This design comes from an exercise in tuning for small area and a short achievable clock period on the open sky130 flow, not from production work.
The RTL was checked by simulation tests, not by an equivalence proof against the original design.
Power and IR drop assume default switching activity.

$ cat flow/flow/run.sh
#!/bin/bash
# Standard ORFS layout through the standard.sh (synthesis unchanged), with
# one change: buffer_ports gives every port a plain buf_1 buffer instead of
# the default delay-buffer cell. Each step's full output goes to its own log
# in the work folder; ORFS's per-stage logs stay under orfs/logs.
set -euo pipefail
export BUFFER_PORTS_ARGS="-buffer_cell sky130_fd_sc_hd__buf_1"
bash standard.sh synth > synth.log 2>&1
bash standard.sh finish > layout.log 2>&1
$ cat flow/standard.sh
#!/bin/bash
# synth_recipe.tcl (not shown) runs the flow's synth.tcl, then flattens the netlist and writes it again
# the make line also repeats each setting of config.mk as NAME=value (left out here)
make -C /OpenROAD-flow-scripts/flow DESIGN_CONFIG=/design/flow/config.mk WORK_HOME=/design/flow/orfs CLKGATE_MAP_FILE= SYNTH_SCRIPT=/design/flow/synth_recipe.tcl "${@:-finish}"
$ cat flow/config.mk
export PLATFORM = sky130hd
export DESIGN_NAME = motorCtrlAvs
export DESIGN_NICKNAME = motorCtrlAvs
export VERILOG_FILES = /design/flow/design.v
export SDC_FILE = /design/flow/constraint.sdc
export NUM_CORES = 4
export LEC_CHECK = 0
export CAP_MARGIN = 10
export CORE_MARGIN = 2
export CORE_UTILIZATION = 60
export CTS_CLUSTER_DIAMETER = 70
export CTS_CLUSTER_SIZE = 24
export SETUP_SLACK_MARGIN = 2.8
export SLEW_MARGIN = 10
export TNS_END_PERCENT = 10
$ cat flow/constraint.sdc
create_clock -name core_clock -period 5.0 [get_ports {clk}]
set_input_delay 1.0000 -clock core_clock [delete_from_list [all_inputs] [get_ports {clk}]]
set_output_delay 1.0000 -clock core_clock [all_outputs]
set_load 0.01 [all_outputs]
$ cat flow/design.v
`default_nettype none
package motorCtrlPkg;
    localparam int motorCount  = 4;
    localparam int wordWidth   = 32;
    localparam int addrWidth   = 5;
    localparam int sensorWidth = 34;
    localparam int sampleWidth = 16;
    localparam int adcWidth    = 12;
    localparam int fifoDepth   = 8;
    localparam int addrPwmDuty    = 0;
    localparam int addrDriverDir  = 1;
    localparam int addrFbDir      = 2;
    localparam int addrControl    = 3;
    localparam int addrFifoStatus = 4;
    localparam int addrMotorBase  = 7;
    localparam int motorStride    = 5;
    localparam int offEncoder = 0;
    localparam int offSpeed   = 1;
    localparam int offVolt    = 2;
    localparam int offAmp     = 3;
    localparam int clearAllBit = 31;
    localparam logic [wordWidth-1:0] reservedPattern = 32'hDEADBEEF;
    typedef union packed {
        logic [sampleWidth-1:0] raw;
        struct packed {
            logic                zero;
            logic [2:0]          channel;
            logic [adcWidth-1:0] adc;
        } field;
    } adcSample_u;
endpackage
`default_nettype wire
`timescale 1ns/1ps
`default_nettype none
module sensorFifo #(
    parameter int dataWidth = motorCtrlPkg::wordWidth,
    parameter int depth     = motorCtrlPkg::fifoDepth
) (
    input  wire                  clk,
    input  wire                  reset_n,
    input  wire                  clear,
    input  wire                  push,
    input  wire  [dataWidth-1:0] pushData,
    input  wire                  pop,
    output logic [dataWidth-1:0] head,
    output logic                 notEmpty
);
    logic [dataWidth-1:0] mem [depth];
    logic [depth-1:0]     occ;
    logic [depth-1:0]     headSel;
    logic                 full;
    logic                 doPush;
    logic                 doPop;
    logic                 grow;
    logic                 shrink;
    assign full     = occ[depth-1];
    assign notEmpty = occ[0];
    assign doPop    = pop && occ[0];
    assign doPush   = push && (!full || pop);
    assign grow     = doPush && !doPop;
    assign shrink   = doPop && !doPush;
    always_ff @(posedge clk or negedge reset_n) begin
        if (!reset_n) begin
            occ <= '0;
        end else if (clear) begin
            occ <= '0;
        end else if (grow) begin
            occ <= {occ[depth-2:0], 1'b1};
        end else if (shrink) begin
            occ <= {1'b0, occ[depth-1:1]};
        end
    end
    always_ff @(posedge clk) begin
        if (doPush) begin
            mem[0] <= pushData;
            for (int i = 1; i < depth; i++) mem[i] <= mem[i-1];
        end
    end
    assign headSel = occ & ~{1'b0, occ[depth-1:1]};
    always_comb begin
        head = '0;
        for (int i = 0; i < depth; i++)
            head = head | ({dataWidth{headSel[i]}} & mem[i]);
    end
endmodule
`default_nettype wire
`timescale 1ns/1ps
`default_nettype none
module feedbackBank (
    input  wire                                   clk,
    input  wire                                   reset_n,
    input  wire                                   clearAll,
    input  wire  [motorCtrlPkg::motorCount*motorCtrlPkg::wordWidth-1:0]    speedIn,
    input  wire  [motorCtrlPkg::motorCount*motorCtrlPkg::sensorWidth-1:0]  sensorIn,
    input  wire  [motorCtrlPkg::motorCount-1:0]   popSpeed,
    input  wire  [motorCtrlPkg::motorCount-1:0]   popVolt,
    input  wire  [motorCtrlPkg::motorCount-1:0]   popAmp,
    output logic [motorCtrlPkg::motorCount*(motorCtrlPkg::wordWidth-1)-1:0] speedHead,
    output logic [motorCtrlPkg::motorCount*motorCtrlPkg::adcWidth-1:0]     voltHead,
    output logic [motorCtrlPkg::motorCount*motorCtrlPkg::adcWidth-1:0]     ampHead,
    output logic [motorCtrlPkg::wordWidth-1:0]    fifoStatus
);
    localparam int sw = motorCtrlPkg::wordWidth - 1;
    localparam int aw = motorCtrlPkg::adcWidth;
    localparam int ss = motorCtrlPkg::sensorWidth;
    localparam int sp = motorCtrlPkg::sampleWidth;
    logic [motorCtrlPkg::motorCount-1:0] speedNotEmpty;
    logic [motorCtrlPkg::motorCount-1:0] voltNotEmpty;
    logic [motorCtrlPkg::motorCount-1:0] ampNotEmpty;
    for (genvar m = 0; m < motorCtrlPkg::motorCount; m = m + 1) begin : gMotor
        sensorFifo #(.dataWidth(sw), .depth(motorCtrlPkg::fifoDepth)) speedFifo (
            .clk      (clk),
            .reset_n  (reset_n),
            .clear    (clearAll),
            .push     (speedIn[m*32 + 31]),
            .pushData (speedIn[m*32 +: sw]),
            .pop      (popSpeed[m]),
            .head     (speedHead[m*sw +: sw]),
            .notEmpty (speedNotEmpty[m])
        );
        sensorFifo #(.dataWidth(aw), .depth(motorCtrlPkg::fifoDepth)) voltFifo (
            .clk      (clk),
            .reset_n  (reset_n),
            .clear    (clearAll),
            .push     (sensorIn[m*ss + ss - 1]),
            .pushData (sensorIn[m*ss + sp +: aw]),
            .pop      (popVolt[m]),
            .head     (voltHead[m*aw +: aw]),
            .notEmpty (voltNotEmpty[m])
        );
        sensorFifo #(.dataWidth(aw), .depth(motorCtrlPkg::fifoDepth)) ampFifo (
            .clk      (clk),
            .reset_n  (reset_n),
            .clear    (clearAll),
            .push     (sensorIn[m*ss + ss - 2]),
            .pushData (sensorIn[m*ss +: aw]),
            .pop      (popAmp[m]),
            .head     (ampHead[m*aw +: aw]),
            .notEmpty (ampNotEmpty[m])
        );
    end
    always_comb begin
        fifoStatus = '0;
        for (int i = 0; i < motorCtrlPkg::motorCount; i++) begin
            fifoStatus[i]       = speedNotEmpty[i];
            fifoStatus[8 + 2*i] = voltNotEmpty[i];
            fifoStatus[9 + 2*i] = ampNotEmpty[i];
        end
    end
endmodule
`default_nettype wire
`timescale 1ns/1ps
`default_nettype none
module motorRegFile (
    input  wire                                   clk,
    input  wire                                   reset_n,
    input  wire  [motorCtrlPkg::addrWidth-1:0]    address,
    input  wire                                   read,
    input  wire                                   write,
    input  wire  [motorCtrlPkg::wordWidth-1:0]    writedata,
    input  wire  [motorCtrlPkg::wordWidth-1:0]    fbDirection,
    input  wire  [motorCtrlPkg::motorCount*motorCtrlPkg::wordWidth-1:0]    encoder,
    input  wire  [motorCtrlPkg::wordWidth-1:0]    fifoStatus,
    input  wire  [motorCtrlPkg::motorCount*(motorCtrlPkg::wordWidth-1)-1:0] speedHead,
    input  wire  [motorCtrlPkg::motorCount*motorCtrlPkg::adcWidth-1:0]     voltHead,
    input  wire  [motorCtrlPkg::motorCount*motorCtrlPkg::adcWidth-1:0]     ampHead,
    output logic [motorCtrlPkg::wordWidth-1:0]    readdata,
    output logic                                  waitrequest,
    output logic [motorCtrlPkg::wordWidth-1:0]    pwmDuty,
    output logic [motorCtrlPkg::wordWidth-1:0]    driverDir,
    output logic [motorCtrlPkg::wordWidth-1:0]    motorCtrl,
    output logic                                  clearAll,
    output logic [motorCtrlPkg::motorCount-1:0]   popSpeed,
    output logic [motorCtrlPkg::motorCount-1:0]   popVolt,
    output logic [motorCtrlPkg::motorCount-1:0]   popAmp
);
    localparam int ww = motorCtrlPkg::wordWidth;
    localparam int sw = motorCtrlPkg::wordWidth - 1;
    localparam int aw = motorCtrlPkg::adcWidth;
    logic [31:0]   hit;
    logic [ww-1:0] readNext;
    assign waitrequest = 1'b0;
    always_comb begin
        for (int a = 0; a < 32; a++) hit[a] = (address == 5'(a));
    end
    always_comb begin
        for (int m = 0; m < motorCtrlPkg::motorCount; m++) begin
            popSpeed[m] = read && hit[motorCtrlPkg::addrMotorBase + m*motorCtrlPkg::motorStride + motorCtrlPkg::offSpeed];
            popVolt[m]  = read && hit[motorCtrlPkg::addrMotorBase + m*motorCtrlPkg::motorStride + motorCtrlPkg::offVolt];
            popAmp[m]   = read && hit[motorCtrlPkg::addrMotorBase + m*motorCtrlPkg::motorStride + motorCtrlPkg::offAmp];
        end
    end
    always_comb begin
        logic reserved;
        reserved = hit[5] | hit[6];
        for (int a = 27; a < 32; a++) reserved = reserved | hit[a];
        readNext = ({ww{hit[motorCtrlPkg::addrPwmDuty]}}    & pwmDuty)
                 | ({ww{hit[motorCtrlPkg::addrDriverDir]}}  & driverDir)
                 | ({ww{hit[motorCtrlPkg::addrFbDir]}}      & fbDirection)
                 | ({ww{hit[motorCtrlPkg::addrControl]}}    & motorCtrl)
                 | ({ww{hit[motorCtrlPkg::addrFifoStatus]}} & fifoStatus);
        for (int m = 0; m < motorCtrlPkg::motorCount; m++) begin
            reserved = reserved | hit[motorCtrlPkg::addrMotorBase + m*motorCtrlPkg::motorStride + 4];
            readNext = readNext
                | ({ww{hit[motorCtrlPkg::addrMotorBase + m*motorCtrlPkg::motorStride + motorCtrlPkg::offEncoder]}}
                   & encoder[m*ww +: ww])
                | ({ww{hit[motorCtrlPkg::addrMotorBase + m*motorCtrlPkg::motorStride + motorCtrlPkg::offSpeed]}}
                   & {1'b0, speedHead[m*sw +: sw]})
                | ({ww{hit[motorCtrlPkg::addrMotorBase + m*motorCtrlPkg::motorStride + motorCtrlPkg::offVolt]}}
                   & {{(ww-aw){1'b0}}, voltHead[m*aw +: aw]})
                | ({ww{hit[motorCtrlPkg::addrMotorBase + m*motorCtrlPkg::motorStride + motorCtrlPkg::offAmp]}}
                   & {{(ww-aw){1'b0}}, ampHead[m*aw +: aw]});
        end
        readNext = readNext | ({ww{reserved}} & motorCtrlPkg::reservedPattern);
    end
    logic clearN;
    assign clearAll = !clearN;
    always_ff @(posedge clk or negedge reset_n) begin
        if (!reset_n) begin
            clearN <= 1'b1;
        end else if (write && hit[motorCtrlPkg::addrControl]) begin
            clearN <= !writedata[motorCtrlPkg::clearAllBit];
        end
    end
    always_ff @(posedge clk or negedge reset_n) begin
        if (!reset_n) begin
            readdata  <= '0;
            pwmDuty   <= '0;
            driverDir <= '0;
            motorCtrl <= '0;
        end else begin
            if (read) readdata <= readNext;
            if (write && hit[motorCtrlPkg::addrPwmDuty])   pwmDuty   <= writedata;
            if (write && hit[motorCtrlPkg::addrDriverDir]) driverDir <= writedata;
            if (write && hit[motorCtrlPkg::addrControl])   motorCtrl <= writedata;
        end
    end
endmodule
`default_nettype wire
`timescale 1ns/1ps
`default_nettype none
module motorCtrlAvs (
    input  wire                                   clk,
    input  wire                                   reset_n,
    input  wire  [motorCtrlPkg::addrWidth-1:0]    address,
    input  wire                                   read,
    input  wire                                   write,
    input  wire  [motorCtrlPkg::wordWidth-1:0]    writedata,
    output logic [motorCtrlPkg::wordWidth-1:0]    readdata,
    output logic                                  waitrequest,
    input  wire  [motorCtrlPkg::wordWidth-1:0]    fbDirection,
    input  wire  [motorCtrlPkg::motorCount*motorCtrlPkg::wordWidth-1:0]    encoder,
    input  wire  [motorCtrlPkg::motorCount*motorCtrlPkg::wordWidth-1:0]    speedIn,
    input  wire  [motorCtrlPkg::motorCount*motorCtrlPkg::sensorWidth-1:0]  sensorIn,
    output logic [motorCtrlPkg::wordWidth-1:0]    pwmDuty,
    output logic [motorCtrlPkg::wordWidth-1:0]    driverDir,
    output logic [motorCtrlPkg::wordWidth-1:0]    motorCtrl
);
    logic [motorCtrlPkg::wordWidth-1:0]   fifoStatus;
    logic [motorCtrlPkg::motorCount*(motorCtrlPkg::wordWidth-1)-1:0] speedHead;
    logic [motorCtrlPkg::motorCount*motorCtrlPkg::adcWidth-1:0]     voltHead;
    logic [motorCtrlPkg::motorCount*motorCtrlPkg::adcWidth-1:0]     ampHead;
    logic [motorCtrlPkg::motorCount-1:0]  popSpeed;
    logic [motorCtrlPkg::motorCount-1:0]  popVolt;
    logic [motorCtrlPkg::motorCount-1:0]  popAmp;
    logic                                 clearAll;
    motorRegFile regFile (
        .clk         (clk),
        .reset_n     (reset_n),
        .address     (address),
        .read        (read),
        .write       (write),
        .writedata   (writedata),
        .fbDirection (fbDirection),
        .encoder     (encoder),
        .fifoStatus  (fifoStatus),
        .speedHead   (speedHead),
        .voltHead    (voltHead),
        .ampHead     (ampHead),
        .readdata    (readdata),
        .waitrequest (waitrequest),
        .pwmDuty     (pwmDuty),
        .driverDir   (driverDir),
        .motorCtrl   (motorCtrl),
        .clearAll    (clearAll),
        .popSpeed    (popSpeed),
        .popVolt     (popVolt),
        .popAmp      (popAmp)
    );
    feedbackBank fbBank (
        .clk        (clk),
        .reset_n    (reset_n),
        .clearAll   (clearAll),
        .speedIn    (speedIn),
        .sensorIn   (sensorIn),
        .popSpeed   (popSpeed),
        .popVolt    (popVolt),
        .popAmp     (popAmp),
        .speedHead  (speedHead),
        .voltHead   (voltHead),
        .ampHead    (ampHead),
        .fifoStatus (fifoStatus)
    );
endmodule
`default_nettype wire
==> results.yml, run 1 <==
worst_setup_path:
  crit_chain: "buf_12 > and2_4 > buf_6 > and2_4 > buf_12 > a222oi_1 > and3_1 > a31oi_1"
  cp.required_ps: 5630
  cp-end-kind: "flop"
  cp_max_fo: 8
  critPathArrivalTime_ps: 3080
  cp-start-kind: "primary input"
  slowest_delay_ps: 840
  slowest_stage: "a222oi_1"
  path_class: "primary input to flop"
pwr:
  p_int_uw: 25400
  combPwrFrac_pct: 8.5
  peakVddDrop_v: 0.000385
  leakage_uw: 0.0295
  p_clk_share_pct: 32.3
  seq_power_share_pct: 59.2
  p_sw_uw: 8270
  power-per-cell-area_nw_per_um2: 377
  swShare_pct: 24.5
floorplan:
  io_pins: 594
  start_util_pct: 60.4
  die_w_um: 356
  std_cell_rows: 129
  dieHeight_um: 356
  coreArea_um2: 123000
  die_area_um2: 127000
clock_tree:
  numCtsBuffers: 113
  htreeDepth: 3
  cts_tree: "done"
  cts_root_buf: "clkbuf_16"
  worst_skew_pair.late_latency_ps: 770
  clock_sinks: 1985
  clk_pin_slew_ps: 90
  cts_hold_buf: 0
  clock_path_buffers: 3
final_layout:
  drive_above_1_share_pct: 22.3
  multiInputGateArea_um2: 17200
  final_util_pct: 72.5
  regArea_um2: 58600
  syn2layout_area_growth_pct: 20.0
  n_fill_cell: 7849
  layout.nets: 5661
  post-route-cell-area_um2: 89500
yosys:
  syn_area_um2: 74500
  yosys_register_bits: 1985
  postSynth.asyncResetShare_pct: 11.3
  yosysSeqAreaShare_pct: 78.5
  synth_edf_count: 1760
  synth.yosys.warnings: 6
  syn_nets: 4753
  syn_inst: 4288
  synth.avg_cell_area_um2: 17.4
  synth_top_area_share_pct: 70.9
  netlist_top_cells_area: "edfxtp_1, a22oi_1, dfrtp_1, a41oi_1, mux2_2"
  synth-main-ff-cell: "edfxtp_1"
  yosysTopAreaCell: "edfxtp_1"
  ys_types: 66
place:
  dpl_cell_area_um2: 79900
  port-buffer-count: 560
  place_congestion: 0.896
  dp_slack_ps: 636
  dp_hpwl_um: 148000
routing:
  wirelength_um: 229000
  viasPerCell: 6.77
  antenna_left: 0
  drt_iter0_markers: 6488
  drtPass1Iterations: 10
  route.detailed.drc: 0
  wire_per_inst_um: 33.0
  routed-via-count: 47000
sta:
  hold_ws_ps: 311
  finalSetupTns_ps: 0
  finalCritPeriodShare_pct: 49.1
  slew_headroom_pct: 20.2
  fin_crit_ps: 2460
  rsz0062_at_grt: "true"
  fin_ws_ps: 2540
  setup_violations: 0
  hold_viol_final: 0
  skew_ps: 28.2
  max_freq_mhz: 407
  drv_slew: 0
  worst-slew-pin-transition_ps: 1200
global_route:
  grt_start_max_net_pins: 97
  grt_pass1_vias: 44900
  overflow: 0
  track_usage_pct: 35.5
  antenna_found_initial: 31
  grt_pass1_wl_um: 321000
run:
  maxCapViolations: 0
hold_path:
  hold_class: "primary input to async pin"
outcome:
  status: "no timing/DRC/antenna violations"
[worst max-delay path, delay by kind of cell]
family	cells	cell delay, ps
simple gates	3	690
buf+inv	3	430
compound gates	2	930
[metrics by stage]
| stage | cells | total power, uW |
|---|---|---|
| finish | 6939 | 33700 |
| global route | 6935 | 34600 |
| CTS | 6855 | 33600 |
| detailed placement | 6447 | 22600 |
| global placement | 6447 | 22600 |
| floorplan | 4288 | 21300 |
[flip-flops by register name, indices dropped and copies added, names as in the netlist]
name and count:
regFile.readdata 32, fbBank.gMotor.voltFifo.mem 384, fbBank.gMotor.speedFifo.mem 992, fbBank.gMotor.ampFifo.occ 32, regFile.driverDir 32, fbBank.gMotor.speedFifo.occ 32, regFile.pwmDuty 32, regFile.motorCtrl 32
regFile.clearN 1, fbBank.gMotor.voltFifo.occ 32, fbBank.gMotor.ampFifo.mem 384
[cell usage in the layout (no fill, tap or decap), types with 17 or more instances in the layout]
cell       instances
nand2_1          117
a31oi_1           38
a22o_1            40
a22oi_2           95
bufbuf_16         17
a21oi_1           27
o21ai_1           30
dfrtp_1          183
nor2b_1           49
nor2b_4           30
a222oi_1          18
o21ai_0           64
edfxtp_1        1760
mux2_2            96
clkbuf_1          25
nor2_1            43
buf_4            329
a41oi_1           98
a22oi_1          802
mux2i_1           76
a221oi_1          40
buf_6             73
clkbuf_16        122
nand4_1           43
a41oi_2           48
buf_1            535
dfrtp_2           34
buf_12            65
[area by class of cell]
class / instances / share of cell area [%]
diodes: 8 / 0.0224
clock buffers: 147 / 3.49
clock inverters: 66 / 0.990
inverters: 17 / 0.0713
multi-input cells: 2033 / 19.2
flip-flops and latches: 1985 / 65.4
well taps: 1637 / 2.29
repair buffers: 1046 / 8.47
[path summary, 6_finish.rpt]
| path | startpoint | endpoint | slack (ps) | cells past startpoint |
|---|---|---|---|---|
| setup / recovery | address[0] | regFile.readdata[7] | 2540 | 8 |
| hold / removal | reset_n | regFile.pwmDuty[11] | 310 | 1 |
| setup reg to reg | fbBank.gMotor[2].speedFifo.occ[3] | regFile.readdata[18] | 2560 | 9 |
| hold reg to reg | fbBank.gMotor[3].speedFifo.mem[6][27] | fbBank.gMotor[3].speedFifo.mem[7][27] | 440 | 0 |
| max in group asynchronous | reset_n | regFile.motorCtrl[5] | 3700 | 2 |
| min in group core_clock | speedIn[28] | fbBank.gMotor[0].speedFifo.mem[0][28] | 400 | 1 |
[layer usage]
layer  routed length [um]  vias up  global-route usage, %
met3                24400      412                   8.43
met4                11500       20                   15.8
met2               105000     2688                   53.5
met5                  143        -                      0
met1                88200    24100                   49.8
li1                     -    19800                      -
[power by group through the flow]
stage	sequential (uW)	clock, uW	combinational (uW)
floorplan	20200	0	1120
global placement	20300	0	2270
detailed placement	20300	0	2290
CTS	20000	11000	2660
global route	20100	11500	3010
finish	20000	10900	2870
[kinds of logic after synthesis]
logic type	Yosys count	share of synthesized area (%)
flops	1985	78.5
xor+xnor	12	0.141
mux	172	2.47
other cells	1	0.00503
simple gates	457	3.28
buf+inv	272	1.49
compound gates	1389	14.1
[timing repair]
| item | CTS | global route |
|---|---|---|
| setup buffers | 176 | 72 |
| pin swaps | 108 | 51 |
| endpoints found under the setup margin | 2112 | 1789 |
| gates resized for setup | 434 | 202 |
| endpoints found under the hold margin | 0 | 0 |
| cloned | 19 | 4 |
[cell usage after synthesis (6+ instances only)]
cell type,n
buf_2,45
o21ai_1,28
a41oi_1,157
dfrtp_1,224
and3_1,8
mux2i_1,76
nor3b_1,9
xnor2_1,11
nand2_1,133
a22oi_1,897
nor3_1,13
a22o_1,41
mux2_2,96
edfxtp_1,1760
or4_1,7
o31ai_1,7
nand4_1,43
a222oi_1,18
inv_1,16
nor4_1,31
buf_4,9
nand3b_1,7
o21ai_0,67
a21oi_1,28
nor2_1,50
a221oi_1,49
clkbuf_1,177
nand3_1,23
o21ai_2,6
a31oi_1,47
nand2b_1,15
nor2b_1,90
a21boi_1,11
buf_1,23
==> run 2, diff against run 1 <==
--- a/flow/config.mk
+++ b/flow/config.mk
@@ -9,3 +9,3 @@
 export CORE_MARGIN = 2
-export CORE_UTILIZATION = 60
+export CORE_UTILIZATION = 65
 export CTS_CLUSTER_DIAMETER = 70
==> run 2 against run 1 <==
Against the previous run:
- utilization increased by 5.1 points
- synthesized area unchanged
- worst hold slack got worse by 20 ps
- flip-flop and latch count unchanged
- still clean
- global-route usage increased by 2.1 points
- total power decreased by 3.2%
- sequential share of layout area increased by 0.79 points
- critical path type unchanged
- cell count decreased by 2.1%
==> results.yml, run 2 <==
yosys:
  synth.avg_cell_area_um2: 17.4
  netlist_top_cells_area: "edfxtp_1, a22oi_1, dfrtp_1, a41oi_1, mux2_2"
  synth-main-ff-cell: "edfxtp_1"
  synth_edf_count: 1760
  yosysTopAreaCell: "edfxtp_1"
  postSynth.asyncResetShare_pct: 11.3
  yosys_register_bits: 1985
  syn_nets: 4753
  yosysSeqAreaShare_pct: 78.5
  syn_area_um2: 74500
  syn_inst: 4288
  synth_top_area_share_pct: 70.9
  synth.yosys.warnings: 6
  synth_common_cells: "edfxtp_1, a22oi_1, dfrtp_1, clkbuf_1, a41oi_1"
  ys_types: 66
  synth.most_common_cell: "edfxtp_1"
clock_tree:
  cts_tree: "done"
  clock_path_buffers: 3
  cts_hold_buf: 0
  htreeDepth: 3
  cts_root_buf: "clkbuf_16"
  numCtsBuffers: 104
  clk_pin_slew_ps: 100
  clock_sinks: 1985
  worst_skew_pair.late_latency_ps: 730
final_layout:
  reg_top3: "fbBank.gMotor.speedFifo.mem x992, fbBank.gMotor.ampFifo.mem x384, fbBank.gMotor.voltFifo.mem x384"
  largest_reg_flops: 992
  layout.nets: 5640
  n_fill_cell: 6591
  largest_register: "fbBank.gMotor.speedFifo.mem"
  drive_above_1_share_pct: 21.7
  mostFrequentLayoutCell: "edfxtp_1"
  syn2layout_area_growth_pct: 18.6
  final_cell_mix: "edfxtp_1, a22oi_1, buf_1"
outcome:
  status: "no timing/DRC/antenna violations"
worst_setup_path:
  slowest_stage: "a222oi_1"
  r2r_setup_slack_ps: 2660
  cp_max_fo: 6
  critPathArrivalTime_ps: 3130
  slowest_delay_ps: 590
  cp-start-kind: "primary input"
  path_class: "primary input to flop"
  r2r_start: "fbBank.gMotor[2].speedFifo.occ[1]"
  rr_endpoint: "regFile.readdata[29]"
  cp-end-kind: "flop"
  crit_chain: "buf_12 > buf_8 > and2_4 > and2_4 > buf_12 > buf_8 > a222oi_1 > nor3b_4 > buf_6 > a21oi_2"
  reg2reg_depth: 9
  path_delay_family: "simple AND/OR/NAND/NOR gates"
  cp.depth: 10
  cp.required_ps: 5620
  cp.buffers_inverters: 5
floorplan:
  dieHeight_um: 343
  coreArea_um2: 114000
  std_cell_rows: 124
  die_area_um2: 117000
  die_w_um: 343
  io_pins: 594
  start_util_pct: 65.4
routing:
  wire_per_inst_um: 33.4
  viasPerCell: 6.99
  drtPass1Iterations: 6
  routed-via-count: 47400
  drt_iter0_markers: 7303
  wirelength_um: 227000
  route.detailed.drc: 0
  antenna_left: 0
global_route:
  overflow: 0
  track_usage_pct: 37.6
  grt_start_max_net_pins: 97
  grt_pass1_vias: 44800
  antenna_found_initial: 27
  grt_pass1_wl_um: 315000
place:
  port-buffer-count: 560
  place_congestion: 0.908
  dp_hpwl_um: 147000
sta:
  max_freq_mhz: 399
  setup_violations: 0
  rsz0062_at_grt: "true"
  fin_crit_ps: 2510
  finalCritPeriodShare_pct: 50.1
  worst-slew-pin-transition_ps: 1220
  finalSetupTns_ps: 0
  hold_viol_final: 0
  drv_slew: 0
  slew_headroom_pct: 18.9
  skew_ps: 20.9
hold_path:
  hold_class: "primary input to async pin"
pwr:
  leakage_uw: 0.0291
  power-per-cell-area_nw_per_um2: 369
  total_power_uw: 32600
  peakVddDrop_v: 0.000322
run:
  maxCapViolations: 0
-- run 2: cell counts after synthesis --
No cell type changed its count.
-- run 2: timing repair --
action                     4_1_cts  5_1_grt
setup buffers                  199       61
pin swaps                       81       52
setup endpoints to repair     2113     1884
resized for setup              465      178
gates cloned                    10       10
-- run 2: how the worst max path moves through the flow --
stage,endpoint,from
floorplan,fbBank.gMotor[2].speedFifo.occ[0],address[2]
global placement,regFile.readdata[13],address[2]
detailed placement,regFile.readdata[13],address[2]
CTS,readdata[23],regFile.readdata[23]
global route,regFile.readdata[13],address[1]
finish,regFile.readdata[13],address[1]
-- run 2: through the flow --
stage | worst slack [ps] | util [%] | cell area [um^2] | instances | hold WS (ps)
finish | 2490 | 77.5 | 88400 | 6791 | 291
global route | 2510 | 77.5 | 88400 | 6780 | 286
CTS | 2570 | 76.3 | 87000 | 6705 | 269
detailed placement | 454 | 69.7 | 79500 | 6301 | 433
global placement | 460 | 69.7 | 79500 | 6301 | 428
floorplan | -1950 | - | 74600 | 4288 | 426
-- run 2: power by group --
part	leakage (uW)	switching [uW]	internal, uW
clock	0.00167	5410	4450
sequential	0.0201	703	19300
combinational	0.00732	1800	999
-- run 2: cell type report --
class | instances | area, um^2 | share of cell area (%)
Timing Repair Buffer | 1034 | 7140 | 8.08
Multi-Input combinational cell | 2033 | 17300 | 19.5
Clock buffer | 150 | 2980 | 3.37
Inverter | 17 | 65.1 | 0.0736
Sequential cell | 1985 | 58600 | 66.2
Antenna cell | 15 | 37.5 | 0.0425
Clock inverter | 45 | 452 | 0.511
Tap cell | 1512 | 1890 | 2.14
-- run 2: logic make-up (layout without fill, tap and decap cells) --
family	after synthesis	after routing	share of synthesized area, %
AND/OR/NAND/NOR	457	459	3.28
AO/OA/AOI/OAI	1389	1389	14.1
buffers and inverters	272	1246	1.49
other	1	16	0.00503
flip-flops	1985	1985	78.5
multiplexers	172	172	2.47
XOR/XNOR	12	12	0.141
-- run 2: routing by layer --
layer | vias up | wire (um) | GRT usage, % | share of wire, %
li1 | 19700 | - | - | -
met1 | 24000 | 80800 | 51.9 | 36
met2 | 3221 | 104000 | 57.0 | 46
met3 | 489 | 29500 | 9.91 | 13
met4 | 14 | 12600 | 17.1 | 5.6
met5 | - | 82 | 0 | 0.036
-- run 2: worst reg2reg max path: stages (launching register included) --
cell and delay (ps):
dfrtp_2 410, buf_4 150, nor2b_4 330, buf_4 230, buf_4 140, a22o_1 140
a221oi_1 40, a31oi_1 540, nor3b_1 130, a21oi_1 160
==> run 3, diff against run 2 <==
--- a/flow/config.mk
+++ b/flow/config.mk
@@ -9,5 +9,5 @@
 export CORE_MARGIN = 2
-export CORE_UTILIZATION = 65
-export CTS_CLUSTER_DIAMETER = 70
-export CTS_CLUSTER_SIZE = 24
+export CORE_UTILIZATION = 55
+export CTS_CLUSTER_DIAMETER = 80
+export CTS_CLUSTER_SIZE = 30
 export SETUP_SLACK_MARGIN = 2.8
==> run 3 against run 2 <==
Against the previous run:
- maximum frequency shrank 0.80%
- cell count grew 4.0%
- clock-buffer cell count shrank 36
- utilization shrank 12 points
- total power shrank 2.6%
- highest routed layer unchanged
- non-clock buffer count grew 41
- global-route usage shrank 5.6 points
- largest power group unchanged
- design area is essentially flat
- clock skew grew 8.6 ps
- worst hold slack gained 52 ps
- wire length grew 0.71%
- critical path depth shrank 2
==> results.yml, run 3 <==
outcome:
  status: "no timing/DRC/antenna violations"
yosys:
  yosysTopAreaCell: "edfxtp_1"
  synth.most_common_cell: "edfxtp_1"
  ys_types: 66
  synth.avg_cell_area_um2: 17.4
  synth-main-ff-cell: "edfxtp_1"
  syn_nets: 4753
  synth_top_area_share_pct: 70.9
  postSynth.asyncResetShare_pct: 11.3
  yosysSeqAreaShare_pct: 78.5
  netlist_top_cells_area: "edfxtp_1, a22oi_1, dfrtp_1, a41oi_1, mux2_2"
  yosys_register_bits: 1985
  syn_inst: 4288
  synth_edf_count: 1760
  syn_area_um2: 74500
  synth.yosys.warnings: 6
  synth_common_cells: "edfxtp_1, a22oi_1, dfrtp_1, clkbuf_1, a41oi_1"
sta:
  hold_viol_final: 0
  slew_headroom_pct: 30.5
  max_freq_mhz: 396
  drv_slew: 0
  skew_ps: 29.5
  fin_crit_ps: 2530
  setup_violations: 0
  worst-slew-pin-transition_ps: 1040
  finalCritPeriodShare_pct: 50.5
  rsz0062_at_grt: "true"
routing:
  route.detailed.drc: 0
  routed-via-count: 46800
  antenna_left: 0
  wirelength_um: 228000
  viasPerCell: 6.63
  drt_iter0_markers: 6142
  drtPass1Iterations: 7
  wire_per_inst_um: 32.4
clock_tree:
  clk_pin_slew_ps: 120
  worst_skew_pair.late_latency_ps: 730
  cts_tree: "done"
  htreeDepth: 3
  clock_sinks: 1985
  numCtsBuffers: 87
  clock_path_buffers: 3
  cts_root_buf: "clkbuf_16"
final_layout:
  largest_register: "fbBank.gMotor.speedFifo.mem"
  stdcell_count: 7062
  final_util_pct: 65.5
  drive_above_1_share_pct: 21.2
  syn2layout_area_growth_pct: 18.6
  final_cell_mix: "edfxtp_1, a22oi_1, buf_1"
  layout.nets: 5667
  reg_top3: "fbBank.gMotor.speedFifo.mem x992, fbBank.gMotor.ampFifo.mem x384, fbBank.gMotor.voltFifo.mem x384"
  largest_reg_flops: 992
  mostFrequentLayoutCell: "edfxtp_1"
floorplan:
  dieHeight_um: 372
  die_w_um: 372
  std_cell_rows: 135
  coreArea_um2: 135000
  die_area_um2: 138000
  start_util_pct: 55.2
  io_pins: 594
worst_setup_path:
  critPathArrivalTime_ps: 3120
  path_class: "primary input to flop"
  r2r_start: "fbBank.gMotor[2].speedFifo.occ[7]"
  cp-end-kind: "flop"
  cp_max_fo: 13
  cp.required_ps: 5600
  cp-start-kind: "primary input"
  reg2reg_depth: 7
  r2r_setup_slack_ps: 2610
  rr_endpoint: "regFile.readdata[3]"
hold_path:
  hold_class: "primary input to async pin"
place:
  dp.cells: 6586
  dp_hpwl_um: 148000
  place_congestion: 0.863
  port-buffer-count: 560
global_route:
  track_usage_pct: 31.9
  grt_pass1_vias: 43700
  grt_start_max_net_pins: 97
  overflow: 0
  antenna_found_initial: 31
  grt_pass1_wl_um: 316000
run:
  maxCapViolations: 0
pwr:
  leakage_uw: 0.0290
  peakVddDrop_v: 0.000316
  power-per-cell-area_nw_per_um2: 360
==> run 3: cell counts after synthesis <==
Identical to the previous run, type by type.
==> run 3: through the flow <==
stage	hold slack, ps	setup slack [ps]	TNS [ps]	total power, uW	instance area, um^2
finish	343	2470	0	31800	88400
CTS	314	2560	0	31700	86400
floorplan	426	-1950	-1205400	21300	74600
detailed placement	433	583	0	22600	80000
global placement	428	628	0	22600	80000
global route	369	2540	0	32700	88400
==> run 3: worst max path at each step <==
stage	startpoint	to	slack, ps	cells past startpoint
final	address[1]	regFile.readdata[5]	2470	8
after global routing	address[1]	regFile.readdata[5]	2540	8
after CTS	regFile.readdata[5]	readdata[5]	2560	1
after detailed placement	address[2]	regFile.readdata[5]	580	8
after global placement	address[2]	regFile.readdata[5]	630	8
after floorplan	address[2]	fbBank.gMotor[2].speedFifo.occ[0]	-1950	7
==> run 3: where the power goes <==
group	internal, uW	switching, uW	total, uW
logic	1010	1800	2810
registers	19300	680	19900
clock network	3620	5400	9020
total	23900	7880	31800
==> run 3: area by class of cell <==
class | count | area [um^2]
Clock inverter | 43 | 485
Inverter | 17 | 67.6
Tap cell | 1781 | 2230
Antenna cell | 11 | 27.5
Fill cell | 9619 | 46600
Sequential cell | 1985 | 58600
Timing Repair Buffer | 1075 | 7600
Clock buffer | 114 | 2340
Multi-Input combinational cell | 2036 | 17100
==> run 3: cell families (layout without fill, tap and decap cells) <==
logic type | Yosys count | count (layout) | share of synthesized area (%)
and+or+nand+nor | 457 | 461 | 3.28
xor gates and xnor gates | 12 | 12 | 0.141
other | 1 | 12 | 0.00503
muxes | 172 | 172 | 2.47
DFF | 1985 | 1985 | 78.5
AOI/OAI and AO/OA | 1389 | 1390 | 14.1
buffers and inverters | 272 | 1249 | 1.49
==> run 3: layer usage <==
metal  track usage, %  part of all wire, %  vias up
li1                 -                    -    19700
met1             46.4                   40    24200
met2             49.5                   46     2533
met3             5.48                  9.9      341
met4             10.6                  3.8       16
met5                0                0.040        -
==> run 3: worst max-delay path: stages <==
cell and delay, ps:
buf_8 130, or2_4 190, nor2_4 110, buf_12 170, a22oi_2 170, nand4_1 600
nor4_4 580, a31oi_1 140
==> run 3: timing repair <==
action	4_1_cts	5_1_grt
hold buffers	0	0
gates cloned	13	17
gates resized for setup	389	179
buffers inserted	174	104
endpoints found under the hold margin	0	0
endpoints found under the setup margin	2112	1809
pin swaps	81	59
==> run 4, diff against run 3 <==
--- a/flow/config.mk
+++ b/flow/config.mk
@@ -7,9 +7,9 @@
 export LEC_CHECK = 0
-export CAP_MARGIN = 10
+export CAP_MARGIN = 0
 export CORE_MARGIN = 2
-export CORE_UTILIZATION = 55
-export CTS_CLUSTER_DIAMETER = 80
-export CTS_CLUSTER_SIZE = 30
+export CORE_UTILIZATION = 50
+export CTS_CLUSTER_DIAMETER = 70
+export CTS_CLUSTER_SIZE = 24
 export SETUP_SLACK_MARGIN = 2.8
-export SLEW_MARGIN = 10
+export SLEW_MARGIN = 0
 export TNS_END_PERCENT = 10
==> run 4 against run 3 <==
Against the previous run:
- still clean
- synthesized area unchanged
- design area up 1.0%
- sequential power about the same
- clock power up 23%
- critical endpoint is now regFile.readdata[9]
- largest power group unchanged
==> results.yml, run 4 <==
yosys:
  synth_common_cells: "edfxtp_1, a22oi_1, dfrtp_1, clkbuf_1, a41oi_1"
  synth-main-ff-cell: "edfxtp_1"
  synth_edf_count: 1760
  synth.yosys.warnings: 6
  yosysSeqAreaShare_pct: 78.5
  synth.avg_cell_area_um2: 17.4
  synth_top_area_share_pct: 70.9
  netlist_top_cells_area: "edfxtp_1, a22oi_1, dfrtp_1, a41oi_1, mux2_2"
  postSynth.asyncResetShare_pct: 11.3
  syn_area_um2: 74500
  syn_inst: 4288
  synth.most_common_cell: "edfxtp_1"
  yosysTopAreaCell: "edfxtp_1"
  ys_types: 66
  yosys_register_bits: 1985
  syn_nets: 4753
floorplan:
  coreArea_um2: 148000
  std_cell_rows: 141
  die_w_um: 390
  dieHeight_um: 390
  die_area_um2: 152000
  start_util_pct: 50.4
  io_pins: 594
sta:
  slew_headroom_pct: 41.3
  drv_slew: 0
  fin_ws_ps: 2510
  fin_crit_ps: 2490
  rsz0062_at_grt: "true"
  setup_violations: 0
  skew_ps: 33.0
  hold_viol_final: 0
  worst-slew-pin-transition_ps: 880
  finalCritPeriodShare_pct: 49.9
  hold_ws_ps: 211
  max_freq_mhz: 401
clock_tree:
  htreeDepth: 3
  cts_tree: "done"
  clock_sinks: 1985
  numCtsBuffers: 118
  clk_pin_slew_ps: 90
  clock_path_buffers: 3
  worst_skew_pair.late_latency_ps: 780
  cts_root_buf: "clkbuf_16"
global_route:
  track_usage_pct: 29.9
  busiest_layer: "met2"
  grt_use_met2_pct: 46.6
  grt_start_max_net_pins: 106
  antenna_found_initial: 22
  overflow: 0
  met1_usage_pct: 42.7
  grt_pass1_wl_um: 326000
  grtUsageMet3_pct: 5.82
  grt_pass1_vias: 44900
final_layout:
  final_cell_mix: "edfxtp_1, a22oi_1, buf_1"
  stdcell_count: 7202
  syn2layout_area_growth_pct: 19.8
  mostFrequentLayoutCell: "edfxtp_1"
  largest_reg_flops: 992
  n_fill_cell: 11100
  drive_above_1_share_pct: 21.5
  post-route-cell-area_um2: 89300
  layout.nets: 5629
  reg_top3: "fbBank.gMotor.speedFifo.mem x992, fbBank.gMotor.ampFifo.mem x384, fbBank.gMotor.voltFifo.mem x384"
  largest_register: "fbBank.gMotor.speedFifo.mem"
pwr:
  peakVddDrop_v: 0.000342
  power-per-cell-area_nw_per_um2: 378
  leakage_uw: 0.0293
worst_setup_path:
  path_class: "primary input to flop"
  cp-end-kind: "flop"
  critPathArrivalTime_ps: 3130
  slowest_delay_ps: 750
  cp_max_fo: 8
  reg2reg_depth: 6
  slowest_stage: "a222oi_1"
  cp.required_ps: 5640
  cp-start-kind: "primary input"
  crit_chain: "buf_12 > buf_8 > or3_4 > buf_6 > nor2_4 > buf_12 > buf_8 > a222oi_1 > nor4b_4 > a31oi_1"
place:
  dp_hpwl_um: 151000
  place_congestion: 0.937
  dp.cells: 6731
  dp_slack_ps: 509
  dpl_cell_area_um2: 80200
  port-buffer-count: 560
routing:
  drtPass1Iterations: 6
  routed-via-count: 46800
  antenna_left: 0
  wirelength_um: 232000
  viasPerCell: 6.49
  wire_per_inst_um: 32.2
  drt_iter0_markers: 5843
  route.detailed.drc: 0
outcome:
  status: "no timing/DRC/antenna violations"
run:
  maxCapViolations: 0
hold_path:
  hold_class: "primary input to async pin"
[run 4: area by class of cell]
cell class | count | area [um^2] | area share, %
sequential | 1985 | 58500 | 65.6
multi-input combinational | 2035 | 17100 | 19.1
timing repair buffer | 1007 | 7030 | 7.88
clock buffer | 130 | 3050 | 3.42
tap | 1930 | 2410 | 2.71
clock inverter | 91 | 1060 | 1.19
inverter | 17 | 65.1 | 0.0729
antenna | 7 | 17.5 | 0.0196
[run 4: routing by layer]
layer  vias up  share of wire [%]  routed length (um)
li1      19700                  -                   -
met1     24200                 40               93800
met2      2528                 47              108000
met3       336                9.4               21800
met4         6                3.5                8190
met5         -              0.020                  46
[run 4: critical path: cells and delay by family]
kind            cells  cell delay (ps)
buf+inv             5              600
compound gates      2              880
simple gates        3              620
[run 4: cell families after synthesis]
logic type                Yosys count  synth area share (%)
DFF                              1985                  78.5
and+or+nand+nor                   457                  3.28
other                               1               0.00503
buffers and inverters             272                  1.49
xor gates and xnor gates           12                 0.141
AOI/OAI and AO/OA                1389                  14.1
muxes                             172                  2.47
[run 4: path summary, 6_finish.rpt]
| kind | startpoint | endpoint | slack (ps) |
|---|---|---|---|
| max | address[2] | regFile.readdata[9] | 2510 |
| min | reset_n | regFile.readdata[8] | 210 |
| max reg2reg | fbBank.gMotor[1].voltFifo.occ[1] | regFile.readdata[3] | 2540 |
| min reg2reg | fbBank.gMotor[0].ampFifo.mem[5][4] | fbBank.gMotor[0].ampFifo.mem[6][4] | 440 |
| max in group asynchronous | reset_n | regFile.pwmDuty[21] | 3620 |
| min in group core_clock | speedIn[18] | fbBank.gMotor[0].speedFifo.mem[0][18] | 380 |
[run 4: per-stage QoR]
stage	TNS [ps]	total power (uW)	util, %
3_5_place_dp	0	22600	54.2
5_1_grt	0	34700	60.4
4_1_cts	0	33800	60.0
6_report	0	33700	60.4
2_1_floorplan	-1205400	21300	-
3_3_place_gp	0	22600	54.2
[run 4: report_power, final]
| group | total, uW | leakage [uW] | internal (uW) | switching (uW) |
|---|---|---|---|---|
| Sequential | 20000 | 0.0201 | 19300 | 709 |
| Combinational | 2710 | 0.00716 | 961 | 1750 |
| Clock | 11100 | 0.00200 | 5050 | 6010 |
| Total | 33700 | 0.0293 | 25300 | 8460 |
[run 4: repair_timing]
| item | CTS | global route |
|---|---|---|
| gates resized for setup | 491 | 90 |
| cloned | 13 | 3 |
| endpoints found under the setup margin | 2113 | 1953 |
| pin swaps | 109 | 34 |
| hold buffers | 0 | 0 |
| buffers inserted | 210 | 17 |
==> run 5, diff against run 4 <==
--- a/flow/config.mk
+++ b/flow/config.mk
@@ -7,5 +7,5 @@
 export LEC_CHECK = 0
-export CAP_MARGIN = 0
+export CAP_MARGIN = 10
 export CORE_MARGIN = 2
-export CORE_UTILIZATION = 50
+export CORE_UTILIZATION = 60
 export CTS_CLUSTER_DIAMETER = 70
@@ -13,3 +13,3 @@
 export SETUP_SLACK_MARGIN = 2.8
-export SLEW_MARGIN = 0
-export TNS_END_PERCENT = 10
+export SLEW_MARGIN = 10
+export TNS_END_PERCENT = 5
==> run 5 against run 4 <==
Against the previous run:
- setup slack got worse by 1.5 ps
- non-clock buffer count increased by 1
- critical path depth decreased by 2
- sequential share of layout area increased by 0.43 points
- sequential power about the same
- clock skew decreased by 1.8 ps
- synthesized area unchanged
- register-to-register slack improved by 20 ps
- via count increased by 0.51%
- cell count decreased by 4.1%
- utilization increased by 11 points
- clock-buffer cell count increased by 17
==> results.yml, run 5 <==
yosys:
  synth.most_common_cell: "edfxtp_1"
  ys_types: 66
  synth_edf_count: 1760
  yosysSeqAreaShare_pct: 78.5
  yosysTopAreaCell: "edfxtp_1"
  synth-main-ff-cell: "edfxtp_1"
  yosys_register_bits: 1985
  postSynth.asyncResetShare_pct: 11.3
  synth.yosys.warnings: 6
  synth_common_cells: "edfxtp_1, a22oi_1, dfrtp_1, clkbuf_1, a41oi_1"
  syn_nets: 4753
  synth.avg_cell_area_um2: 17.4
  synth_top_area_share_pct: 70.9
  syn_area_um2: 74500
  netlist_top_cells_area: "edfxtp_1, a22oi_1, dfrtp_1, a41oi_1, mux2_2"
  syn_inst: 4288
place:
  place_congestion: 0.896
  port-buffer-count: 560
  dp.cells: 6447
  dp_hpwl_um: 148000
global_route:
  track_usage_pct: 35.3
  overflow: 0
  grt_pass1_wl_um: 319000
  grt_start_max_net_pins: 97
  antenna_found_initial: 35
  grt_pass1_vias: 44600
clock_tree:
  cts_tree: "done"
  numCtsBuffers: 113
  clk_pin_slew_ps: 100
  htreeDepth: 3
  clock_path_buffers: 3
  cts_hold_buf: 0
  worst_skew_pair.late_latency_ps: 770
  clock_sinks: 1985
  cts_root_buf: "clkbuf_16"
hold_path:
  hold_class: "primary input to async pin"
sta:
  fin_crit_ps: 2490
  skew_ps: 31.2
  hold_viol_final: 0
  finalSetupTns_ps: 0
  max_freq_mhz: 401
  slew_headroom_pct: 21.7
  worst-slew-pin-transition_ps: 1170
  hold_ws_ps: 309
  finalCritPeriodShare_pct: 49.9
  drv_slew: 0
  setup_violations: 0
  rsz0062_at_grt: "true"
routing:
  route.detailed.drc: 0
  viasPerCell: 6.81
  drtPass1Iterations: 8
  wire_per_inst_um: 33.1
  antenna_left: 0
  wirelength_um: 228000
  routed-via-count: 47000
  drt_iter0_markers: 6388
worst_setup_path:
  rr_endpoint: "regFile.readdata[18]"
  path_class: "primary input to flop"
  reg2reg_depth: 9
  cp.required_ps: 5630
  cp_max_fo: 8
  r2r_setup_slack_ps: 2560
  r2r_start: "fbBank.gMotor[2].speedFifo.occ[3]"
  cp-start-kind: "primary input"
  critPathArrivalTime_ps: 3120
  cp-end-kind: "flop"
final_layout:
  drive_above_1_share_pct: 20.8
  syn2layout_area_growth_pct: 19.0
  layout.nets: 5623
  reg_top3: "fbBank.gMotor.speedFifo.mem x992, fbBank.gMotor.ampFifo.mem x384, fbBank.gMotor.voltFifo.mem x384"
  final_cell_mix: "edfxtp_1, a22oi_1, buf_1"
  largest_reg_flops: 992
  mostFrequentLayoutCell: "edfxtp_1"
  stdcell_count: 6905
  largest_register: "fbBank.gMotor.speedFifo.mem"
floorplan:
  dieHeight_um: 356
  coreArea_um2: 123000
  start_util_pct: 60.4
  std_cell_rows: 129
  io_pins: 594
  die_area_um2: 127000
  die_w_um: 356
pwr:
  power-per-cell-area_nw_per_um2: 379
  p_int_uw: 25400
  seq_power_share_pct: 59.3
  p_clk_share_pct: 32.3
  total_power_uw: 33600
  leakage_uw: 0.0292
  swShare_pct: 24.5
  peakVddDrop_v: 0.000386
  p_sw_uw: 8250
  combPwrFrac_pct: 8.4
run:
  maxCapViolations: 0
outcome:
  status: "no timing/DRC/antenna violations"
run 5: cell type report:
cell class / count / area (um^2)
timing repair buffer: 1008 / 7080
inverter: 17 / 63.8
clock inverter: 66 / 886
tap: 1637 / 2050
sequential: 1985 / 58500
clock buffer: 147 / 3120
antenna: 12 / 30.0
multi-input combinational: 2033 / 16900
fill: 7979 / 34800
run 5: per-stage QoR:
stage,utilization (%),area (um^2),worst slack [ps]
finish,71.8,88700,2510
detailed placement,64.7,79900,636
global placement,64.7,79900,569
CTS,71.0,87600,2310
floorplan,-,74600,-1950
global route,71.8,88700,2520
run 5: power groups by stage:
stage | clock, uW | combinational (uW) | sequential, uW
floorplan | 0 | 1120 | 20200
global placement | 0 | 2270 | 20300
detailed placement | 0 | 2290 | 20300
CTS | 11000 | 2640 | 20000
global route | 11500 | 2950 | 20100
finish | 10900 | 2810 | 20000
run 5: what timing repair did:
action / CTS / global route
pin swaps: 95 / 25
gates cloned: 17 / 5
setup buffers: 154 / 57
endpoints found under the setup margin: 2112 / 1784
resized for setup: 394 / 139
run 5: metal layers:
layer / global-route usage (%) / vias up / routed length (um)
met1: 49.7 / 24000 / 87500
met3: 8.27 / 456 / 24700
met4: 15.6 / 20 / 12400
li1: - / 19700 / -
met5: 0 / - / 165
met2: 53.3 / 2809 / 104000
run 5: how the worst max path moves through the flow:
| stage | slack, ps | cells after the start | from | end |
|---|---|---|---|---|
| 3_3_place_gp | 570 | 11 | address[4] | regFile.readdata[0] |
| 2_1_floorplan | -1950 | 7 | address[2] | fbBank.gMotor[2].speedFifo.occ[0] |
| 6_report | 2510 | 8 | address[0] | regFile.readdata[7] |
| 4_1_cts | 2310 | 1 | regFile.pwmDuty[5] | pwmDuty[5] |
| 3_5_place_dp | 640 | 11 | address[4] | regFile.readdata[0] |
| 5_1_grt | 2520 | 10 | fbBank.gMotor[1].ampFifo.occ[3] | regFile.readdata[0] |
run 5: worst max-delay path: stages:
cell and delay, ps:
buf_12 120, and2_4 190, buf_6 120, and2_4 220, buf_12 190, a222oi_1 870
and3_1 290, a31oi_1 90
run 5: cell families (layout without fill, tap and decap cells):
logic type	Yosys count	after routing	synth area share (%)
buffers and inverters	272	1238	1.49
flip-flops	1985	1985	78.5
XOR/XNOR	12	12	0.141
AND/OR/NAND/NOR	457	459	3.28
AO/OA/AOI/OAI	1389	1389	14.1
multiplexers	172	172	2.47
other	1	13	0.00503
==> run 6, diff against run 5 <==
==> flow/flow/run.sh (replaced) <==
#!/bin/bash
# Standard ORFS layout through the standard.sh (synthesis unchanged), with
# two changes: buffer_ports gives every port a plain buf_1 buffer instead of
# the default delay-buffer cell, and the setup repair aims at a 2.8 ns slack
# margin up to clock tree synthesis and at 2.5 ns in the post-global-route
# repair. Each step's full output goes to its own log in the work folder;
# ORFS's per-stage logs stay under orfs/logs.
set -euo pipefail
export BUFFER_PORTS_ARGS="-buffer_cell sky130_fd_sc_hd__buf_1"
bash standard.sh synth > synth.log 2>&1
SETUP_SLACK_MARGIN=2.8 bash standard.sh cts > place_cts.log 2>&1
SETUP_SLACK_MARGIN=2.5 bash standard.sh finish > route_finish.log 2>&1
--- a/flow/config.mk
+++ b/flow/config.mk
@@ -9,7 +9,6 @@
 export CORE_MARGIN = 2
-export CORE_UTILIZATION = 60
+export CORE_UTILIZATION = 50
 export CTS_CLUSTER_DIAMETER = 70
 export CTS_CLUSTER_SIZE = 24
-export SETUP_SLACK_MARGIN = 2.8
 export SLEW_MARGIN = 10
-export TNS_END_PERCENT = 5
+export TNS_END_PERCENT = 10
==> run 6 against run 5 <==
Against the previous run:
- maximum frequency is 1.8% lower
- critical path depth shrank 3
- total power grew 0.24%
- clock power about the same
- synthesized area unchanged
- global-route usage fell by 5.4 points
- non-clock buffer count fell by 19
- cell count increased by 4.0%
- critical endpoint is now fbBank.gMotor[2].voltFifo.mem[2][7]
==> results.yml, run 6 <==
sta:
  fin_crit_ps: 2540
  finalSetupTns_ps: 0
  rsz0062_at_grt: "true"
  finalCritPeriodShare_pct: 50.8
  hold_viol_final: 0
  worst-slew-pin-transition_ps: 945
  slew_headroom_pct: 37.0
  skew_ps: 29.4
  max_freq_mhz: 394
  hold_ws_ps: 201
  setup_violations: 0
  drv_slew: 0
final_layout:
  syn2layout_area_growth_pct: 19.1
  mostFrequentLayoutCell: "edfxtp_1"
  layout.nets: 5609
  largest_reg_flops: 992
  largest_register: "fbBank.gMotor.speedFifo.mem"
  final_util_pct: 60.0
  stdcell_count: 7182
  drive_above_1_share_pct: 20.4
  final_cell_mix: "edfxtp_1, a22oi_1, buf_1"
  reg_top3: "fbBank.gMotor.speedFifo.mem x992, fbBank.gMotor.ampFifo.mem x384, fbBank.gMotor.voltFifo.mem x384"
  n_fill_cell: 11200
place:
  dp_hpwl_um: 151000
  port-buffer-count: 560
  dp.cells: 6731
  place_congestion: 0.937
worst_setup_path:
  slowest_delay_ps: 430
  reg2reg_depth: 6
  slowest_stage: "buf_12"
  r2r_setup_slack_ps: 2530
  path_delay_family: "buffers and inverters"
  critPathArrivalTime_ps: 2950
  cp_max_fo: 96
  path_class: "primary input to flop"
  rr_endpoint: "regFile.readdata[3]"
  crit_chain: "clkbuf_4 > buf_4 > nand3_1 > a21boi_4 > buf_12"
  cp.required_ps: 5410
  cp-end-kind: "flop"
  cp-start-kind: "primary input"
  r2r_start: "fbBank.gMotor[1].voltFifo.occ[6]"
  cp.buffers_inverters: 3
yosys:
  synthSimpleGateAreaFrac_pct: 3.28
  synth_common_cells: "edfxtp_1, a22oi_1, dfrtp_1, clkbuf_1, a41oi_1"
  synth-main-ff-cell: "edfxtp_1"
  ys_types: 66
  synth_top_family_by_area: "compound AO/OA/AOI/OAI gates"
  yosys_register_bits: 1985
  synth_xor_area_share_pct: 0.141
  synth_compound_area_share_pct: 14.1
  syn_inst: 4288
  synth.most_common_cell: "edfxtp_1"
  syn_area_um2: 74500
  synth_edf_count: 1760
  netlist_top_cells_area: "edfxtp_1, a22oi_1, dfrtp_1, a41oi_1, mux2_2"
  yosysTopAreaCell: "edfxtp_1"
  synth.avg_cell_area_um2: 17.4
  postSynth.asyncResetShare_pct: 11.3
  synthMuxAreaShare_pct: 2.47
  synth-adder-area-share_pct: 0
  synth_top_area_share_pct: 70.9
  synth.yosys.warnings: 6
  syn_nets: 4753
  yosysSeqAreaShare_pct: 78.5
routing:
  route.detailed.drc: 0
  wire_per_inst_um: 32.2
  routed-via-count: 46500
  drt_iter0_markers: 5797
  viasPerCell: 6.48
  antenna_left: 0
  wirelength_um: 231000
  wl_met3_um: 21600
  drtPass1Iterations: 6
  dr.max_layer_used: "met5"
  wl_met1_um: 94000
  wl_met2_um: 107000
clock_tree:
  cts_hold_buf: 0
  clock_sinks: 1985
  htreeDepth: 3
  cts_root_buf: "clkbuf_16"
  cts_tree: "done"
  worst_skew_pair.late_latency_ps: 780
  clk_pin_slew_ps: 100
  numCtsBuffers: 118
  clock_path_buffers: 3
floorplan:
  std_cell_rows: 141
  die_area_um2: 152000
  coreArea_um2: 148000
  die_w_um: 390
  dieHeight_um: 390
  start_util_pct: 50.4
  io_pins: 594
global_route:
  grt_pass1_vias: 44900
  antenna_found_initial: 22
  overflow: 0
  grt_start_max_net_pins: 106
  grt_pass1_wl_um: 326000
  track_usage_pct: 29.9
outcome:
  status: "no timing/DRC/antenna violations"
pwr:
  peakVddDrop_v: 0.000344
  total_power_uw: 33700
  combPwrFrac_pct: 7.9
  leakage_uw: 0.0291
  seq_power_share_pct: 59.2
  power-per-cell-area_nw_per_um2: 380
  p_sw_uw: 8470
  swShare_pct: 25.1
  p_int_uw: 25200
  p_clk_share_pct: 32.9
hold_path:
  hold_class: "primary input to async pin"
run:
  maxCapViolations: 0
==> run 6: power by group through the flow <==
stage	Combinational, uW	Clock, uW	Sequential, uW
after floorplan	1120	0	20200
after global placement	2250	0	20300
after detailed placement	2270	0	20300
after CTS	2630	11300	20000
after global routing	2810	11800	20100
final	2650	11100	20000
==> run 6: worst reg2reg max path, stage by stage (launching register included) <==
cell and delay (ps):
dfrtp_1 420, nor2b_1 240, buf_4 220, a22oi_1 200, a41o_2 340, nand4_1 460, o32a_1 480
==> run 6: layout make-up <==
cell class / instances / area (um^2) / area share, %
sequential: 1985 / 58500 / 66.0
multi-input combinational: 2033 / 16900 / 19.0
timing repair buffer: 989 / 6760 / 7.61
clock buffer: 130 / 3050 / 3.44
tap: 1930 / 2410 / 2.72
clock inverter: 91 / 1060 / 1.20
inverter: 17 / 65.1 / 0.0733
antenna: 7 / 17.5 / 0.0197
==> run 6: stage by stage <==
stage          cell area (um^2)  worst slack [ps]
5_1_grt                   88700              2430
6_report                  88800              2460
3_3_place_gp              80200               582
2_1_floorplan             74600             -1950
4_1_cts                   88700              2500
3_5_place_dp              80200               509
==> run 6: how the worst max path moves through the flow <==
stage,start,endpoint,slack [ps],depth (start not counted)
after floorplan,address[2],fbBank.gMotor[2].speedFifo.occ[0],-1950,7
after global placement,address[1],regFile.readdata[3],580,6
after global routing,regFile.readdata[18],readdata[18],2430,1
final,read,fbBank.gMotor[2].voltFifo.mem[2][7],2460,5
after detailed placement,address[1],regFile.readdata[14],510,9
after CTS,regFile.motorCtrl[26],motorCtrl[26],2500,1
==> run 6: kinds of logic (layout without fill, tap and decap cells) <==
group,Yosys count,count (layout)
DFF,1985,1985
AOI/OAI and AO/OA,1389,1389
and+or+nand+nor,457,459
buffers and inverters,272,1227
muxes,172,172
xor gates and xnor gates,12,12
other,1,8
==> run 6: routing by layer <==
| layer | up-vias | track usage, % |
|---|---|---|
| li1 | 19700 | - |
| met1 | 24100 | 42.7 |
| met2 | 2439 | 46.6 |
| met3 | 332 | 5.82 |
| met4 | 6 | 9.46 |
| met5 | - | 0 |
==> run 6: what timing repair did <==
| item | in CTS | in global routing |
|---|---|---|
| setup buffers | 210 | 0 |
| gates cloned | 13 | 0 |
| pin swaps | 109 | 0 |
| resized for setup | 491 | 1 |
| endpoints found under the setup margin | 2113 | 188 |

==> what the ideal ports hide <==
In the flow no input, the clock included, has a driving cell. The finished layouts below were timed again as built, in two steps.
Step 1 (the two cells are an assumption about what drives the block):
set clk [get_ports {clk}]
set_driving_cell -lib_cell sky130_fd_sc_hd__clkbuf_16 $clk
set_driving_cell -lib_cell sky130_fd_sc_hd__buf_2 [delete_from_list [all_inputs] $clk]
Step 2, shift: input delay + t, output delay - t, t = (earliest + latest rising clock arrival at the registers) / 2. This alone moves slack from input paths to output paths.
Slacks: ideal ports / drivers / drivers and shift; pairs: ideal ports / drivers.
| run | t, ns | setup WS [ns] | hold WS [ns] | latest minus earliest clock arrival (ns) |
|---|---|---|---|---|
| run 1 | 0.841 | 2.543 / 2.472 / 1.631 | 0.311 / 0.247 / 0.437 | 0.031 / 0.031 |
| run 2 | 0.809 | 2.494 / 2.516 / 1.717 | 0.291 / 0.229 / 0.449 | 0.032 / 0.032 |
| run 3 | 0.803 | 2.473 / 2.381 / 1.578 | 0.343 / 0.360 / 0.442 | 0.035 / 0.035 |
| run 4 | 0.851 | 2.507 / 2.440 / 1.648 | 0.211 / 0.148 / 0.442 | 0.035 / 0.035 |
| run 5 | 0.840 | 2.505 / 2.473 / 1.633 | 0.309 / 0.244 / 0.438 | 0.036 / 0.036 |
| run 6 | 0.853 | 2.461 / 2.411 / 1.623 | 0.201 / 0.137 / 0.443 | 0.032 / 0.031 |
After both steps setup and hold are still met in every run listed. For run 1, which loses most, drivers alone change the setup slack by -0.071 ns; drivers and shift together by -0.912 ns.
